What follows belongs to an exercise in optimizing a design on an open flow for small area; a production flow would make more cautious choices.
Only simulation tests tie the RTL to the original design; equivalence was not proved.
No activity file was given, so power comes from the tool's default toggle rates.

File: config.mk
export PLATFORM = sky130hd
export DESIGN_NAME = wb_regfile
export DESIGN_NICKNAME = wb_regfile
export VERILOG_FILES = /design/flow/design.v
export SDC_FILE = /design/flow/constraint.sdc
export NUM_CORES = 4
export LEC_CHECK = 0
export CAP_MARGIN = 10
export CORE_MARGIN = 2
export CORE_UTILIZATION = 45
export SLEW_MARGIN = 10
export SYNTH_HIERARCHICAL = 1
export SYNTH_MINIMUM_KEEP_SIZE = 0
export BUFFER_PORTS_ARGS = -buffer_cell sky130_fd_sc_hd__buf_1
export CTS_ARGS = -sink_clustering_enable -repair_clock_nets -dont_use_dummy_load -buf_list {sky130_fd_sc_hd__clkbuf_16} -sink_clustering_size 20 -sink_clustering_max_diameter 50
File: constraint.sdc
create_clock -name core_clock -period 7.0 [get_ports {clk}]
set_input_delay 1.4000 -clock core_clock [delete_from_list [all_inputs] [get_ports {clk}]]
set_output_delay 1.4000 -clock core_clock [all_outputs]
set_load 0.01 [all_outputs]
File: design.v
module wbrf_ld_bit (
    input  logic q,
    input  logic d,
    input  logic en,
    input  logic hold,
    output logic y
);
    assign y = (q & hold) | (d & en);
endmodule
module wbrf_aoi222 (
    input  logic [2:0] a,
    input  logic [2:0] b,
    output logic       y
);
    assign y = ~((a[0] & b[0]) | (a[1] & b[1]) | (a[2] & b[2]));
endmodule
module wbrf_nand2 (
    input  logic a,
    input  logic b,
    output logic y
);
    assign y = ~(a & b);
endmodule
module wbrf_nand4 (
    input  logic [3:0] a,
    output logic       y
);
    assign y = ~(&a);
endmodule
module wbrf_nand3 (
    input  logic [2:0] a,
    output logic       y
);
    assign y = ~(&a);
endmodule
module wbrf_byp_mux (
    input  logic [2:0] h,
    input  logic       nbyp,
    input  logic       wb,
    input  logic       byp,
    output logic       y
);
    assign y = ((|h) & nbyp) | (wb & byp);
endmodule
module wbrf_and2 (
    input  logic a,
    input  logic b,
    output logic y
);
    assign y = a & b;
endmodule
module wbrf_nor2 (
    input  logic a,
    input  logic b,
    output logic y
);
    assign y = ~(a | b);
endmodule
module wbrf_rd_bit (
    input  logic [31:1] q,
    input  logic [31:1] sel,
    input  logic        wb,
    input  logic        byp,
    input  logic        nbyp,
    output logic        y
);
    logic [10:0] n;
    logic [2:0]  h;
    for (genvar g = 0; g < 10; g++) begin : g_t
        wbrf_aoi222 u_t (.a(q[3*g+3:3*g+1]), .b(sel[3*g+3:3*g+1]), .y(n[g]));
    end
    wbrf_nand2  u_l  (.a(q[31]), .b(sel[31]), .y(n[10]));
    wbrf_nand4  u_h0 (.a(n[3:0]), .y(h[0]));
    wbrf_nand4  u_h1 (.a(n[7:4]), .y(h[1]));
    wbrf_nand3  u_h2 (.a(n[10:8]), .y(h[2]));
    wbrf_byp_mux u_o (.h(h), .nbyp(nbyp), .wb(wb), .byp(byp), .y(y));
endmodule
module wbrf_rd_dec (
    input  logic [4:0]  addr,
    output logic [31:1] sel
);
    logic [3:0] lo;
    logic [7:0] hi;
    always_comb begin
        for (int i = 0; i < 4; i++) lo[i] = (addr[1:0] == 2'(i));
        for (int i = 0; i < 8; i++) hi[i] = (addr[4:2] == 3'(i));
    end
    for (genvar i = 1; i < 32; i++) begin : g_s
        wbrf_and2 u_a (.a(lo[i % 4]), .b(hi[i / 4]), .y(sel[i]));
    end
endmodule
module wbrf_byp (
    input  logic [4:0] addr,
    input  logic [4:0] wr_addr,
    input  logic       we,
    output logic       byp,
    output logic       nbyp
);
    assign byp  = we & (addr == wr_addr);
    assign nbyp = ~byp;
endmodule
module wbrf_wr_dec (
    input  logic [4:0]  wr_addr,
    input  logic        we,
    input  logic        rst,
    output logic [31:1] en,
    output logic [31:1] hold
);
    logic [3:0] lo;
    logic [7:0] hi;
    always_comb begin
        for (int i = 0; i < 4; i++) lo[i] = we & (wr_addr[1:0] == 2'(i));
        for (int i = 0; i < 8; i++) hi[i] = (wr_addr[4:2] == 3'(i));
    end
    for (genvar i = 1; i < 32; i++) begin : g_w
        wbrf_and2 u_a (.a(lo[i % 4]), .b(hi[i / 4]), .y(en[i]));
        wbrf_nor2 u_h (.a(en[i]), .b(rst), .y(hold[i]));
    end
endmodule
module wb_regfile #(
    parameter int unsigned DATA_W = 32,
    parameter int unsigned ADDR_W = 5,
    parameter int unsigned CNT_W  = 16
) (
    input  logic              clk,
    input  logic              rst,
    input  logic [1:0]        in_WB,
    input  logic [DATA_W-1:0] in_red,
    input  logic [DATA_W-1:0] in_res,
    input  logic [ADDR_W-1:0] in_mux,
    input  logic [ADDR_W-1:0] rs_addr,
    input  logic [ADDR_W-1:0] rt_addr,
    output logic [DATA_W-1:0] rs_data,
    output logic [DATA_W-1:0] rt_data,
    output logic [DATA_W-1:0] wb_data,
    output logic              wb_we,
    output logic [CNT_W-1:0]  commit_count
);
    logic [DATA_W-1:0][31:1] regs;
    logic [DATA_W-1:0][31:1] regs_d;
    logic [CNT_W-1:0]        count_q;
    logic [31:1]       en, hold;
    logic [31:1]       sel_s, sel_t;
    logic              byp_s, byp_t, nbyp_s, nbyp_t;
    always_comb begin
        wb_data = in_WB[0] ? in_red : in_res;
        wb_we   = in_WB[1] & (in_mux != '0) & ~rst;
    end
    wbrf_wr_dec u_wdec (.wr_addr(in_mux), .we(wb_we), .rst(rst), .en(en), .hold(hold));
    wbrf_rd_dec u_sdec (.addr(rs_addr), .sel(sel_s));
    wbrf_rd_dec u_tdec (.addr(rt_addr), .sel(sel_t));
    wbrf_byp    u_sbyp (.addr(rs_addr), .wr_addr(in_mux), .we(wb_we), .byp(byp_s), .nbyp(nbyp_s));
    wbrf_byp    u_tbyp (.addr(rt_addr), .wr_addr(in_mux), .we(wb_we), .byp(byp_t), .nbyp(nbyp_t));
    for (genvar b = 0; b < DATA_W; b++) begin : g_bit
        for (genvar i = 1; i < 32; i++) begin : g_reg
            wbrf_ld_bit u_ld (
                .q(regs[b][i]), .d(wb_data[b]), .en(en[i]), .hold(hold[i]), .y(regs_d[b][i])
            );
        end
        wbrf_rd_bit u_rs (
            .q(regs[b]), .sel(sel_s), .wb(wb_data[b]), .byp(byp_s), .nbyp(nbyp_s), .y(rs_data[b])
        );
        wbrf_rd_bit u_rt (
            .q(regs[b]), .sel(sel_t), .wb(wb_data[b]), .byp(byp_t), .nbyp(nbyp_t), .y(rt_data[b])
        );
    end
    always_ff @(posedge clk) begin
        regs <= regs_d;
        if (rst) begin
            count_q <= '0;
        end else if (wb_we) begin
            count_q <= count_q + CNT_W'(1);
        end
    end
    assign commit_count = count_q;
endmodule
File: flow/run.sh
#!/bin/bash
# Own layout flow: the standard flow (standard.sh), with
#  - port buffers of the smallest buffer cell,
#  - a clock tree of clkbuf_16 buffers with larger sink clusters and no
#    dummy loads.
# The full output of the ORFS run is in standard.log; each ORFS step also
# writes its own log under orfs/logs/.
set -euo pipefail
cat >> config.mk <<'EOC'
export BUFFER_PORTS_ARGS = -buffer_cell sky130_fd_sc_hd__buf_1
export CTS_ARGS = -sink_clustering_enable -repair_clock_nets -dont_use_dummy_load -buf_list {sky130_fd_sc_hd__clkbuf_16} -sink_clustering_size 20 -sink_clustering_max_diameter 50
EOC
bash standard.sh > standard.log 2>&1
File: standard.sh
#!/bin/bash
# synth_recipe.tcl (not shown) runs the flow's synth.tcl, then flattens the netlist and writes it again
# the make line also repeats each setting of config.mk as NAME=value (left out here)
make -C /OpenROAD-flow-scripts/flow DESIGN_CONFIG=/design/flow/config.mk WORK_HOME=/design/flow/orfs CLKGATE_MAP_FILE= SYNTH_SCRIPT=/design/flow/synth_recipe.tcl "${@:-finish}"
==> results of run 1 <==
modules after synthesis (local to each module, per instance), excerpt:
module / area, um^2 / cells inside / copies in the design
wbrf_nand2: 3.75 / 1 / 64
wbrf_and2: 6.26 / 1 / 93
wbrf_aoi222: 10.0 / 1 / 640
wbrf_ld_bit: 8.76 / 1 / 992
wbrf_wr_dec: 96.3 / 12 / 1
wbrf_nand3: 5.00 / 1 / 64
wbrf_rd_dec: 87.6 / 12 / 2
wbrf_byp_mux: 15.0 / 3 / 64
wb_regfile: 21000 / 1120 / 1
wbrf_nor2: 3.75 / 1 / 31
wbrf_byp: 67.6 / 8 / 2
wbrf_nand4: 6.26 / 1 / 128
state kept, by name, summed over array words and instances (netlist names):
register  count
regs        992
count_q      16
logic make-up (layout without fill, tap and decap cells):
group,count (synthesis),after routing,share of synthesized area
AO/OA/AOI/OAI,1719,1719,0.398
XOR/XNOR,14,14,0.00310
adder cells (fa/ha/maj),1,1,0.000316
buffers and inverters,13,488,0.00174
flip-flops,1008,1008,0.510
multiplexers,34,34,0.00965
AND/OR/NAND/NOR,587,587,0.0777
synthesized netlist by cell type, types with 4 or more instances:
library cell / count / area, um^2
nand2_1: 196 / 736
a222oi_1: 640 / 6410
o31ai_1: 72 / 541
nor2_1: 41 / 154
and2_1: 97 / 607
and3b_2: 9 / 90.1
dfxtp_1: 1008 / 20200
nand4_1: 131 / 820
nor3b_1: 10 / 75.1
nand3_1: 70 / 350
a21oi_1: 8 / 40.0
mux2_2: 33 / 372
xor2_1: 11 / 96.3
or4_1: 9 / 67.6
and3_1: 4 / 25.0
a22o_1: 992 / 8690
nor2b_1: 4 / 25.0
metal layers:
layer / up-vias / routed length (um) / global-route usage / part of all wire
met1: 19937 / 72100 / 0.535 / 0.37
met2: 3902 / 79900 / 0.588 / 0.41
met3: 772 / 30200 / 0.148 / 0.15
li1: 16301 / - / - / -
met5: - / 31 / 0.00265 / 0.00016
met4: 6 / 13800 / 0.254 / 0.070
worst reg2reg max path, stage by stage, from the launching register on:
cell	delay, ns
dfxtp_1	0.42
nand4_1	0.14
or2_0	0.49
or4_1	0.60
a21oi_1	0.18
path summary, 6_finish.rpt:
check / slack [ns] / cells after the start / end
worst max-delay path: 0.50 / 9 / rs_data[22]
worst min-delay path: 0.50 / 2 / count_q[15]$_SDFFE_PP0P_
worst max register to register: 5.10 / 4 / count_q[9]$_SDFFE_PP0P_
worst min register to register: 0.50 / 2 / count_q[15]$_SDFFE_PP0P_
final cells by class:
cell class	instances	area share
sequential	1008	0.438
clock buffer	107	0.0581
inverter	3	0.000244
timing repair buffer	378	0.0485
tap	1155	0.0313
multi-input combinational	2355	0.424
power by group through the flow:
stage | Clock [mW] | Sequential (mW) | Combinational [mW]
floorplan | 0 | 5.93 | 0.312
global placement | 0 | 5.94 | 0.681
detailed placement | 0 | 5.94 | 0.696
CTS | 4.88 | 5.82 | 0.696
global route | 5.11 | 5.82 | 0.743
finish | 4.87 | 5.82 | 0.744
stage by stage:
step	hold WS [ns]	power (mW)	cell area (um^2)	setup slack, ns	std cells
2_1_floorplan	0.477	6.25	39600	2.25	3376
3_3_place_gp	0.464	6.62	43300	0.913	4895
3_5_place_dp	0.481	6.64	43300	0.911	4895
4_1_cts	0.492	11.4	46000	0.900	5002
5_1_grt	0.520	11.7	46100	0.638	5006
6_report	0.497	11.4	46100	0.499	5006
==> metrics.cfg, run 1 <==
[critical_path]
cp.arrival_ns=5.10
cp_num_buf_inv=3
crit_top_cell=buf_1
cp-end-kind=output pin
startpoint_type=input pin
crit_type=in -> out
critPathSlowestCell=and2_1
crit_start=rs_addr[2]
crit_fanout=13
cp_cell_sequence=buf_1 > nor3b_1 > and2_1 > buf_4 > a222oi_1 > nand4_1 > o31ai_1 > nand2_1 > buf_1
required_ns=5.60
cp_top_family=simple AND/OR/NAND/NOR gates
cp_slowest_stage_delay_ns=1.09
reg2reg_from=count_q[4]$_SDFFE_PP0P_

[pwr]
power_switching_mw=2.85
pwr-share-seq=0.509
p_leak_nw=16.8
p_clk_frac=0.426
intPower_mw=8.58
irDropWorstVdd_mv=0.180
powerDensity_nw_per_um2=248
power.share.combinational=0.065
swShare=0.249

[clock_network]
clock_path_buffers=3
cts-buffers-inserted=107
cts-root-buf=clkbuf_16
cts_tree=done
cts_hold_buf=0
cts.repair.resized=0
cts.clk_slew.worst_paths_ns=0.05
cts_max_level=3
clkLatencyLatePin_ns=0.65
clock-sinks=1008
cts_setup_buffers=0

[sta]
slew_violations=0
worst_slew_pin_slew_ns=1.43
setup_violations=0
max_freq_mhz=154
maxSlewHeadroom=0.0485
layout_min_cycle_time_ns=6.50
rsz0062_at_grt=false
tns_ns=0
finalCritPeriodShare=0.929
hold_viol_final=0
clock_skew_ns=0.00808

[global_route]
grt_overflow_total=0
track_usage=0.414
grt_max_degree=35
antenna_found_initial=4
grt_pass1_wl_um=277000
grt_pass1_vias=39590

[floorplan]
die_area_um2=90300
die_x_um=301
start_util=0.455
dieHeight_um=301
row_count=108
core-area_um2=86900
io_pins=196

[yosys]
ys_seq_elements=1008
synth_edf_count=0
synth.avg_cell_area_um2=11.7
synth-main-ff-cell=dfxtp_1
synth_area_um2=39600
syn_inst=3376
ys_warn_count=9
seq_area_frac_synth=0.510
async_flop_share=0
syn_nets=3460
synth_cell_types=42

[outcome]
status=no timing/DRC/antenna violations

[final_layout]
layout_common_cells=dfxtp_1, a22o_1, a222oi_1, nand2_1, buf_1
syn_to_final_growth_pct=16.5
nNetsFinal=3937
final_common_cell=dfxtp_1
final_util=0.531
drive_gt1_frac=0.104
ff_latch_area_um2=20200
fillers=7617
multiInputGateArea_um2=19600
n_antenna_cell=0

[place]
port_buffers=195
hpwl_um=118000
place_congestion=0.970

[routing]
wl_per_cell_um=39.2
firstDrtPassIters=22
routed-via-count=40918
drt-vias-per-instance=8.17
drt_iter0_drc=10559
ant_nets=0
drt-total-wl_um=196000
drc=0

[min_path]
hp-start=count_q[15]$_SDFFE_PP0P_
hp-class=reg -> reg

[run]
cap_viol_max_count=0

==> inputs of run 2 (changes only) <==
==> flow/run.sh (replaced) <==
#!/bin/bash
# Own layout flow: the standard flow (standard.sh), with
#  - port buffers of the smallest buffer cell,
#  - a clock tree of clkbuf_8 buffers with sink clusters sized to keep the flip-flop clock slew near 110 ps, and no
#    dummy loads.
# The full output of the ORFS run is in standard.log; each ORFS step also
# writes its own log under orfs/logs/.
set -euo pipefail
cat >> config.mk <<'EOC'
export BUFFER_PORTS_ARGS = -buffer_cell sky130_fd_sc_hd__buf_1
export CTS_ARGS = -sink_clustering_enable -repair_clock_nets -dont_use_dummy_load -buf_list {sky130_fd_sc_hd__clkbuf_8} -sink_clustering_size 16 -sink_clustering_max_diameter 70
EOC
bash standard.sh > standard.log 2>&1
--- a/config.mk
+++ b/config.mk
@@ -13,3 +13,3 @@
 export SYNTH_MINIMUM_KEEP_SIZE = 0
 export BUFFER_PORTS_ARGS = -buffer_cell sky130_fd_sc_hd__buf_1
-export CTS_ARGS = -sink_clustering_enable -repair_clock_nets -dont_use_dummy_load -buf_list {sky130_fd_sc_hd__clkbuf_16} -sink_clustering_size 20 -sink_clustering_max_diameter 50
+export CTS_ARGS = -sink_clustering_enable -repair_clock_nets -dont_use_dummy_load -buf_list {sky130_fd_sc_hd__clkbuf_8} -sink_clustering_size 16 -sink_clustering_max_diameter 70
==> run 2 against run 1 <==
Net effect: critical path type unchanged; setup slack worse by 0.0054 ns; wire length down 0.18%; clock skew is 0.011 ns higher; die area unchanged.
==> metrics.cfg, run 2 <==
[critical_path]
required_ns=5.60
crit_type=in -> out
cp_slowest_stage_delay_ns=1.17
cp_num_buf_inv=3
crit_fanout=17
cp_top_family=simple AND/OR/NAND/NOR gates
cp-end-kind=output pin
critPathSlowestCell=and2_1
startpoint_type=input pin
cp_cell_sequence=buf_1 > nor2b_1 > and2_1 > buf_4 > a222oi_1 > nand4_1 > o31ai_1 > nand2_1 > buf_1
crit_top_cell=buf_1
cp.arrival_ns=5.11

[sta]
setup_violations=0
clock_skew_ns=0.0189
tns_ns=0
finalCritPeriodShare=0.930
worst_slew_pin_slew_ns=1.39
whs_ns=0.499
layout_min_cycle_time_ns=6.51
slew_violations=0
maxSlewHeadroom=0.0709
max_freq_mhz=154
rsz0062_at_grt=false
hold_viol_final=0

[yosys]
synth_area_leader_cell=dfxtp_1
yosysTopAreaCellShare=0.510
synth_common_cells=dfxtp_1, a22o_1, a222oi_1
synth_cell_types=42
syn_inst=3376
ys_warn_count=9
synth-main-ff-cell=dfxtp_1
yosys-top-cells-area=dfxtp_1, a22o_1, a222oi_1, nand4_1, nand2_1
synth_edf_count=0
synth_area_um2=39600
syn_nets=3460
seq_area_frac_synth=0.510
yosysMostFrequentCell=dfxtp_1
synth.avg_cell_area_um2=11.7
ys_seq_elements=1008
async_flop_share=0

[place]
place_congestion=0.970
dpl_cell_area_um2=43300
dp_cells=4895
port_buffers=195
hpwl_um=118000

[final_layout]
layout_common_cells=dfxtp_1, a22o_1, a222oi_1, nand2_1, buf_1
fin_area_um2=44400
biggestRegsByFlops=regs: 992 flops, count_q: 16 flops
regMostFlops=regs
syn_to_final_growth_pct=12.3
nNetsFinal=3904
final_cells=4974
drive_gt1_frac=0.0961
final_common_cell=dfxtp_1
largest_register_ffs=992

[global_route]
grt_pass1_vias=39130
antenna_found_initial=6
grt_overflow_total=0
grt_pass1_wl_um=276000
grt_max_degree=35
track_usage=0.412

[run]
cap_viol_max_count=0

[pwr]
powerDensity_nw_per_um2=213
irDropWorstVdd_mv=0.135
p_clk_frac=0.307
power.share.combinational=0.078
power_switching_mw=2.58
swShare=0.272
intPower_mw=6.88
p_leak_nw=16.0
pwr-share-seq=0.615

[clock_network]
cts_hold_buf=0
cts-root-buf=clkbuf_8
cts_max_level=3
clock_path_buffers=3
clock-sinks=1008
clkLatencyLatePin_ns=0.72
cts.repair.resized=0
cts-buffers-inserted=75
cts_tree=done
cts.clk_slew.worst_paths_ns=0.10
cts_setup_buffers=0

[floorplan]
start_util=0.455
die_x_um=301
io_pins=196
dieHeight_um=301
core-area_um2=86900
row_count=108
die_area_um2=90300

[routing]
drt-total-wl_um=196000
wl_per_cell_um=39.3
routed-via-count=40770
ant_nets=0
drt_iter0_drc=10732
drc=0
firstDrtPassIters=14
drt-vias-per-instance=8.20

[min_path]
hp-class=reg -> reg

[outcome]
status=no timing/DRC/antenna violations

==> run 2: tightest hold or removal path, cell delays in order (launching register included) <==
cell and delay [ns]:
dfxtp_1 0.34, o31ai_1 0.07, a21oi_1 0.06
==> run 2: path summary, 6_finish.rpt <==
| kind | start | to | slack (ns) | depth (start not counted) |
|---|---|---|---|---|
| min | count_q[15]$_SDFFE_PP0P_ | count_q[15]$_SDFFE_PP0P_ | 0.50 | 2 |
| min reg2reg | count_q[15]$_SDFFE_PP0P_ | count_q[15]$_SDFFE_PP0P_ | 0.50 | 2 |
| max | rs_addr[0] | rs_data[12] | 0.49 | 9 |
| max reg2reg | count_q[3]$_SDFFE_PP0P_ | count_q[9]$_SDFFE_PP0P_ | 5.08 | 4 |
==> run 2: final cells by class <==
type,instances,area [um^2]
antenna,1,2.50
clock buffer,75,1030
fill,7779,42400
inverter,3,11.3
multi-input combinational,2355,19600
sequential,1008,20200
tap,1155,1450
timing repair buffer,377,2220
==> run 2: modules after synthesis (local to each module, per instance), excerpt <==
module        times used  cells
wbrf_byp_mux          64      3
wbrf_wr_dec            1     12
wbrf_nand4           128      1
wbrf_ld_bit          992      1
wbrf_byp               2      8
wbrf_nand2            64      1
wbrf_aoi222          640      1
wbrf_nand3            64      1
wbrf_and2             93      1
wbrf_nor2             31      1
wb_regfile             1   1120
wbrf_rd_dec            2     12
==> run 2: layer usage <==
metal | routed length (um) | vias up | GRT usage
met5 | 50 | - | 0.00370
met4 | 13500 | 8 | 0.242
met3 | 29000 | 764 | 0.139
met2 | 80100 | 3905 | 0.588
met1 | 73000 | 19897 | 0.540
li1 | - | 16196 | -
==> run 2: cell families after synthesis <==
group	Yosys count	share of synthesized area
compound gates	1719	0.398
flops	1008	0.510
simple gates	587	0.0777
mux	34	0.00965
xor+xnor	14	0.00310
buf+inv	13	0.00174
fa+ha+maj	1	0.000316
==> run 2: power by group through the flow <==
stage / Sequential (mW) / Clock [mW] / Combinational (mW)
2_1_floorplan: 5.93 / 0 / 0.312
3_3_place_gp: 5.94 / 0 / 0.681
3_5_place_dp: 5.94 / 0 / 0.696
4_1_cts: 5.81 / 2.90 / 0.696
5_1_grt: 5.82 / 3.10 / 0.742
6_report: 5.81 / 2.90 / 0.742
==> run 2: per-stage QoR <==
step | total power, mW | utilization | worst slack, ns
after global placement | 6.62 | 0.499 | 0.913
after global routing | 9.66 | 0.512 | 0.668
after CTS | 9.41 | 0.511 | 0.900
after detailed placement | 6.64 | 0.499 | 0.911
final | 9.46 | 0.512 | 0.493
after floorplan | 6.25 | - | 2.25

[separate check: timing with driven ports]
The results above use ideal ports. As a check the final layouts listed here were re-extracted and re-timed, cells and wires unchanged. Step 1 assumes that a clkbuf_16 drives the clock port and a buf_2 every other input. Step 2, shift: input delay + t, output delay - t, t = (earliest + latest rising clock arrival at the registers) / 2. This alone moves slack from input paths to output paths. Slacks: no drivers / after step 1 / after step 2; pairs: no drivers / after step 1.
| run | shift t [ns] | setup slack, ns | worst hold slack (ns) |
|---|---|---|---|
| run 1 | 0.754 | 0.499 / 0.474 / 0.474 | 0.497 / 0.497 / 0.497 |
| run 2 | 0.801 | 0.493 / 0.459 / 0.459 | 0.499 / 0.499 / 0.499 |
After both steps setup and hold are still met in every run listed. The setup slack of run 2, which loses most, moves by -0.034 ns with the drivers and by -0.034 ns with both steps.
